Context: an optimization exercise on an open-source flow, tuned for small area and a short achievable clock period. The choices shown serve that exercise and are no tape-out recipe.
Function was checked by simulation only, so behaviour that the tests miss may differ from the original.
The clock port is modelled as an ideal driver; clocking choices that lean on that would not hold on a real chip.
Power is estimated from default activity; no workload was simulated.

==> flow/design.v <==
`default_nettype none
package cdq_pkg;
   localparam int DEPTH     = 32;
   localparam int WORD_BITS = 32;
   localparam int PTR_BITS  = 5;
   localparam logic [2:0] OP_PUSH_REAR  = 3'd0;
   localparam logic [2:0] OP_PUSH_FRONT = 3'd1;
   localparam logic [2:0] OP_POP_REAR   = 3'd2;
   localparam logic [2:0] OP_POP_FRONT  = 3'd3;
   localparam logic [2:0] OP_CLEAR      = 3'd4;
   localparam logic [1:0] ST_DONE  = 2'd0;
   localparam logic [1:0] ST_FULL  = 2'd1;
   localparam logic [1:0] ST_EMPTY = 2'd2;
   typedef logic signed [WORD_BITS-1:0] word_type;
   typedef struct packed {
      logic [2:0] opcode;
      word_type   value_in;
   } req_payload_type;
   typedef struct packed {
      word_type   value_out;
      logic [1:0] status;
      logic       now_empty;
      logic       now_full;
   } rsp_payload_type;
endpackage : cdq_pkg
`default_nettype wire
`default_nettype none
module cdq_cell (
   input  wire logic               clock,
   input  wire logic               write,
   input  wire cdq_pkg::word_type  push_word,
   output cdq_pkg::word_type       data
);
   cdq_pkg::word_type data_ff;
   always_ff @(posedge clock) begin
      if (write) begin
         data_ff <= push_word;
      end
   end
   assign data = data_ff;
endmodule
`default_nettype wire
`default_nettype none
module circular_deque_top (
   input  wire logic                     clock,
   input  wire logic                     reset,
   input  wire logic                     req_valid,
   output logic                          req_ready,
   input  wire logic [34:0]              req_payload,
   output logic                          rsp_valid,
   input  wire logic                     rsp_ready,
   output logic [35:0]                   rsp_payload
);
   localparam int D = cdq_pkg::DEPTH;
   localparam int P = cdq_pkg::PTR_BITS;
   cdq_pkg::req_payload_type req_p;
   assign req_p = req_payload;
   logic [D-1:0]      head_oh, tail_oh, head_m1_oh, tail_m1_oh;
   logic [D-1:0]      head_p1_oh, tail_p1_oh;
   logic [P:0]        count_ff, count_next;
   logic              empty_ff, full_ff, one_ff, almost_full_ff;
   logic              rsp_valid_ff;
   cdq_pkg::rsp_payload_type rsp_ff, rsp_in;
   logic              rsp_held_ff, rsp_hold;
   logic              accept;
   logic              op_push_rear, op_push_front, op_pop_rear, op_pop_front, op_clear;
   logic              do_push_rear, do_push_front, do_pop_rear, do_pop_front;
   logic [D-1:0]      write, sel;
   cdq_pkg::word_type slot_data [D];
   cdq_pkg::word_type popped, read_word;
   logic              pop_ok;
   assign req_ready = !rsp_valid_ff || rsp_ready;
   assign accept    = req_valid && req_ready;
   assign op_push_rear  = (req_p.opcode == cdq_pkg::OP_PUSH_REAR);
   assign op_push_front = (req_p.opcode == cdq_pkg::OP_PUSH_FRONT);
   assign op_pop_rear   = (req_p.opcode == cdq_pkg::OP_POP_REAR);
   assign op_pop_front  = (req_p.opcode == cdq_pkg::OP_POP_FRONT);
   assign op_clear      = (req_p.opcode == cdq_pkg::OP_CLEAR);
   assign do_push_rear  = accept && op_push_rear  && !full_ff;
   assign do_push_front = accept && op_push_front && !full_ff;
   assign do_pop_rear   = accept && op_pop_rear   && !empty_ff;
   assign do_pop_front  = accept && op_pop_front  && !empty_ff;
   assign head_m1_oh = {head_oh[0], head_oh[D-1:1]};
   assign tail_m1_oh = {tail_oh[0], tail_oh[D-1:1]};
   assign head_p1_oh = {head_oh[D-2:0], head_oh[D-1]};
   assign tail_p1_oh = {tail_oh[D-2:0], tail_oh[D-1]};
   for (genvar i = 0; i < D; i++) begin : g_slot
      assign write[i] = !full_ff && (tail_oh[i] || head_m1_oh[i]);
      cdq_cell u_cell (
         .clock     (clock),
         .write     (write[i]),
         .push_word (req_p.value_in),
         .data      (slot_data[i])
      );
   end
   always_ff @(posedge clock) begin
      if (reset) begin
         head_oh <= D'(1);
         tail_oh <= D'(1);
      end else begin
         if (do_push_front) head_oh <= head_m1_oh;
         if (do_pop_front)  head_oh <= head_p1_oh;
         if (accept && op_clear) tail_oh <= head_oh;
         if (do_push_rear)  tail_oh <= tail_p1_oh;
         if (do_pop_rear)   tail_oh <= tail_m1_oh;
      end
   end
   always_comb begin
      count_next = count_ff;
      if (op_clear)                      count_next = '0;
      if (do_push_rear || do_push_front) count_next = count_ff + 1'b1;
      if (do_pop_rear || do_pop_front)   count_next = count_ff - 1'b1;
   end
   always_ff @(posedge clock) begin
      if (reset) begin
         count_ff       <= '0;
         empty_ff       <= 1'b1;
         full_ff        <= 1'b0;
         one_ff         <= 1'b0;
         almost_full_ff <= 1'b0;
      end else if (accept) begin
         count_ff       <= count_next;
         empty_ff       <= (count_next == '0);
         full_ff        <= (count_next == (P+1)'(D));
         one_ff         <= (count_next == (P+1)'(1));
         almost_full_ff <= (count_next == (P+1)'(D-1));
      end
   end
   assign pop_ok = (req_p.opcode[2:1] == 2'b01) && !empty_ff;
   always_comb begin
      read_word = '0;
      for (int i = 0; i < D; i++) begin
         sel[i]    = req_p.opcode[0] ? head_oh[i] : tail_m1_oh[i];
         read_word = read_word | (slot_data[i] & {cdq_pkg::WORD_BITS{sel[i]}});
      end
      popped = read_word & {cdq_pkg::WORD_BITS{pop_ok}};
   end
   always_ff @(posedge clock) begin
      if (reset) begin
         rsp_valid_ff <= 1'b0;
      end else if (accept) begin
         rsp_valid_ff <= 1'b1;
      end else if (rsp_ready) begin
         rsp_valid_ff <= 1'b0;
      end
   end
   always_ff @(posedge clock) begin
      if (reset) begin
         rsp_held_ff <= 1'b0;
      end else if (req_valid && (!rsp_held_ff || rsp_ready)) begin
         rsp_held_ff <= 1'b1;
      end else if (rsp_ready) begin
         rsp_held_ff <= 1'b0;
      end
   end
   assign rsp_hold = !req_valid || (rsp_held_ff && !rsp_ready);
   always_comb begin
      rsp_in.value_out = popped;
      rsp_in.status    = cdq_pkg::ST_DONE;
      rsp_in.now_empty = empty_ff;
      rsp_in.now_full  = full_ff;
      if (op_push_rear || op_push_front) begin
         if (full_ff) begin
            rsp_in.status = cdq_pkg::ST_FULL;
         end else begin
            rsp_in.now_empty = 1'b0;
            rsp_in.now_full  = almost_full_ff;
         end
      end
      if (op_pop_rear || op_pop_front) begin
         if (empty_ff) begin
            rsp_in.status = cdq_pkg::ST_EMPTY;
         end else begin
            rsp_in.now_empty = one_ff;
            rsp_in.now_full  = 1'b0;
         end
      end
      if (op_clear) begin
         rsp_in.now_empty = 1'b1;
         rsp_in.now_full  = 1'b0;
      end
   end
   always_ff @(posedge clock) begin
      rsp_ff <= (rsp_in & {36{accept}}) | (rsp_ff & {36{rsp_hold}});
   end
   assign rsp_valid   = rsp_valid_ff;
   assign rsp_payload = rsp_ff;
endmodule
`default_nettype wire
==> flow/config.mk <==
export PLATFORM = sky130hd
export DESIGN_NAME = circular_deque_top
export DESIGN_NICKNAME = circular_deque_top
export VERILOG_FILES = /design/flow/design.v
export SDC_FILE = /design/flow/constraint.sdc
export NUM_CORES = 4
export LEC_CHECK = 0
export CAP_MARGIN = 20
export CORE_MARGIN = 2
export CORE_UTILIZATION = 55
export CTS_CLUSTER_DIAMETER = 70
export CTS_CLUSTER_SIZE = 24
export SLEW_MARGIN = 20
==> flow/constraint.sdc <==
create_clock -name core_clock -period 4.2 [get_ports {clock}]
set_input_delay 0.8400 -clock core_clock [delete_from_list [all_inputs] [get_ports {clock}]]
set_output_delay 0.8400 -clock core_clock [all_outputs]
set_load 0.01 [all_outputs]
standard.sh (not shown) runs the stock make flow with config.mk's settings and CLKGATE_MAP_FILE= SYNTH_SCRIPT=/design/flow/synth_recipe.tcl, a recipe that flattens the netlist after the stock synthesis.
==> flow/flow/run.sh <==
#!/bin/bash
# Standard ORFS layout, run stage by stage: no setup margin before clock tree
# synthesis (with ideal clocks the margin only oversizes gates), then the
# setup margin for the repairs after clock tree synthesis and global routing.
set -euo pipefail
MARGIN=$(cat flow/margin.txt)
bash standard.sh synth > log_synth.txt 2>&1
bash standard.sh SETUP_SLACK_MARGIN=0 floorplan > log_floorplan.txt 2>&1
bash standard.sh SETUP_SLACK_MARGIN=0 place > log_place.txt 2>&1
bash standard.sh SETUP_SLACK_MARGIN=$MARGIN cts > log_cts.txt 2>&1
bash standard.sh SETUP_SLACK_MARGIN=$MARGIN finish > log_finish.txt 2>&1
test -f out/final.def
==> flow/flow/margin.txt <==
1.9
==> next run, changes <==
==> flow/flow/run.sh (replaced) <==
#!/bin/bash
# Standard ORFS layout, run stage by stage:
# - no setup margin before clock tree synthesis (with ideal clocks the margin
#   only oversizes gates), then the setup margin for the repairs after clock
#   tree synthesis and global routing;
# - ports buffered with plain buffers instead of the delay cells buffer_ports
#   picks on its own, and sizing not held to each cell's footprint, so the
#   repairs may swap a delay cell for a buffer.
set -euo pipefail
MARGIN=$(cat flow/margin.txt)
COMMON=(MATCH_CELL_FOOTPRINT=0 "BUFFER_PORTS_ARGS=-buffer_cell sky130_fd_sc_hd__buf_4")
bash standard.sh "${COMMON[@]}" synth > log_synth.txt 2>&1
bash standard.sh "${COMMON[@]}" SETUP_SLACK_MARGIN=0 floorplan > log_floorplan.txt 2>&1
bash standard.sh "${COMMON[@]}" SETUP_SLACK_MARGIN=0 place > log_place.txt 2>&1
bash standard.sh "${COMMON[@]}" SETUP_SLACK_MARGIN=$MARGIN cts > log_cts.txt 2>&1
bash standard.sh "${COMMON[@]}" SETUP_SLACK_MARGIN=$MARGIN finish > log_finish.txt 2>&1
test -f out/final.def
CTS_CLUSTER_DIAMETER = default   (was 70)
CTS_CLUSTER_SIZE = default   (was 24)
Global-route usage rose by 0.67 points.
Design area went up by 3.9%.
Wire length rose by 1.9%.
Count of clock-buffer cells in the layout is higher by 56.
Sequential power barely changes.
Synthesized area stays the same.
Sequential share of layout area went down by 2.6 points.
Synthesized cell count is unchanged.
Total power rose by 18%.
==> next run, changes <==
==> flow/run.sh (new file) <==
#!/bin/bash
# synth_recipe.tcl (not shown) runs the flow's synth.tcl, then flattens the netlist and writes it again
# the make line also repeats each setting of config.mk as NAME=value (left out here)
make -C /OpenROAD-flow-scripts/flow DESIGN_CONFIG=/design/flow/config.mk WORK_HOME=/design/flow/orfs CLKGATE_MAP_FILE= SYNTH_SCRIPT=/design/flow/synth_recipe.tcl finish
SETUP_SLACK_MARGIN = 1.9   (was default)
removed: flow/flow/run.sh
removed: flow/flow/margin.txt
removed: flow/standard.sh
Power went down by 1.3%.
Via count stays flat.
Clock skew went up by 0.0045 ns.
Synthesized cell count stays the same.
Setup slack stays flat.
Register-to-register slack is worse by 0.02 ns.
Cell area went up by 1.4%.
Hold slack is better by 0.0099 ns.
Sequential share of layout area went down by 0.92 points.
==> next run, changes <==
==> flow/flow/run.sh (new file) <==
#!/bin/bash
# Standard ORFS layout, run stage by stage:
# - no setup margin before clock tree synthesis (with ideal clocks the margin
#   only oversizes gates), then the setup margin for the repairs after clock
#   tree synthesis and global routing;
# - ports buffered with plain buffers instead of the delay cells buffer_ports
#   picks on its own, and sizing not held to each cell's footprint, so the
#   repairs may swap a delay cell for a buffer.
set -euo pipefail
MARGIN=$(cat flow/margin.txt)
COMMON=(MATCH_CELL_FOOTPRINT=0 "BUFFER_PORTS_ARGS=-buffer_cell sky130_fd_sc_hd__buf_4")
bash standard.sh "${COMMON[@]}" synth > log_synth.txt 2>&1
bash standard.sh "${COMMON[@]}" SETUP_SLACK_MARGIN=0 floorplan > log_floorplan.txt 2>&1
bash standard.sh "${COMMON[@]}" SETUP_SLACK_MARGIN=0 place > log_place.txt 2>&1
bash standard.sh "${COMMON[@]}" SETUP_SLACK_MARGIN=$MARGIN cts > log_cts.txt 2>&1
bash standard.sh "${COMMON[@]}" SETUP_SLACK_MARGIN=$MARGIN finish > log_finish.txt 2>&1
test -f out/final.def
==> flow/flow/margin.txt (new file) <==
1.9
==> flow/standard.sh (new file) <==
#!/bin/bash
# synth_recipe.tcl (not shown) runs the flow's synth.tcl, then flattens the netlist and writes it again
# the make line also repeats each setting of config.mk as NAME=value (left out here)
make -C /OpenROAD-flow-scripts/flow DESIGN_CONFIG=/design/flow/config.mk WORK_HOME=/design/flow/orfs CLKGATE_MAP_FILE= SYNTH_SCRIPT=/design/flow/synth_recipe.tcl "${@:-finish}"
CTS_CLUSTER_DIAMETER = 80   (was default)
CTS_CLUSTER_SIZE = 30   (was default)
SETUP_SLACK_MARGIN = default   (was 1.9)
removed: flow/run.sh
Worst hold slack improved by 0.014 ns. Wire length went down by 2.2%. Synthesized area stays the same. Setup slack gets better by 0.029 ns. Design area came out lower by 6.1%. Critical path depth does not change. Maximum frequency rises by 1.2%. Total power goes down by 16%. Non-clock buffer count came out lower by 13. Synthesized cell count is unchanged.
==> next run, changes <==
==> flow/flow/run.sh (replaced) <==
#!/bin/bash
# Standard ORFS layout, run stage by stage: no setup margin before clock tree
# synthesis (with ideal clocks the margin only oversizes gates), then the
# setup margin for the repairs after clock tree synthesis and global routing.
set -euo pipefail
MARGIN=$(cat flow/margin.txt)
bash standard.sh synth > log_synth.txt 2>&1
bash standard.sh SETUP_SLACK_MARGIN=0 floorplan > log_floorplan.txt 2>&1
bash standard.sh SETUP_SLACK_MARGIN=0 place > log_place.txt 2>&1
bash standard.sh SETUP_SLACK_MARGIN=$MARGIN cts > log_cts.txt 2>&1
bash standard.sh SETUP_SLACK_MARGIN=$MARGIN finish > log_finish.txt 2>&1
test -f out/final.def
The new run finished with timing, DRC and antenna clean.
Power rises by 0.43%.
Combinational power is about the same.
Sequential share of layout area rose by 0.20 points.
Clock skew is higher by 0.0069 ns.
Wire length is lower by about 2.7%.
==> next run, changes <==
CTS_CLUSTER_DIAMETER = default   (was 80)
CTS_CLUSTER_SIZE = default   (was 30)
Result: Die area is unchanged; worst setup slack improved by 0.019 ns; clock-buffer cell count goes up by 91; worst hold slack got worse by 0.030 ns; combinational power goes up by a few percent; final area goes up by a few percent; total power goes up by about a fifth; non-clock buffer count goes up by 15; routed wire length goes up by a few percent.

==> re-timing with driven ports <==
Ports are ideal in the flow. The routed layouts listed here were re-timed in OpenROAD. Step 1 (the two cells are an assumption about what drives the block):
set clk [get_ports {clock}]
set_driving_cell -lib_cell sky130_fd_sc_hd__clkbuf_16 $clk
set_driving_cell -lib_cell sky130_fd_sc_hd__buf_2 [delete_from_list [all_inputs] $clk]
Step 2, shift: input delay + t, output delay - t, t = (earliest + latest rising clock arrival at the registers) / 2. This alone moves slack from input paths to output paths. a / b / c = ideal / step 1 / step 2; a / b = the first two.
run | t, ns | setup WS [ns] | worst hold slack (ns) | latest minus earliest clock arrival (ns) | worst register clock-pin slew, ns
the first run | 0.731 | 1.770 / 1.721 / 0.990 | 0.427 / 0.457 / 0.457 | 0.028 / 0.028 | 0.10 / 0.10
the second run | 0.754 | 1.816 / 1.800 / 1.046 | 0.432 / 0.389 / 0.449 | 0.018 / 0.017 | 0.07 / 0.07
the third run | 0.749 | 1.817 / 1.817 / 1.081 | 0.442 / 0.442 / 0.442 | 0.023 / 0.022 | 0.07 / 0.07
the fourth run | 0.719 | 1.847 / 1.757 / 1.038 | 0.456 / 0.433 / 0.456 | 0.032 / 0.032 | 0.12 / 0.12
the fifth run | 0.714 | 1.838 / 1.746 / 1.032 | 0.461 / 0.461 / 0.461 | 0.038 / 0.038 | 0.12 / 0.12
the sixth run | 0.746 | 1.856 / 1.757 / 1.010 | 0.430 / 0.456 / 0.456 | 0.021 / 0.021 | 0.07 / 0.07
After both steps setup and hold are still met in every run listed. The setup slack of the sixth run, which loses most, moves by -0.099 ns with the drivers and by -0.846 ns with both steps.
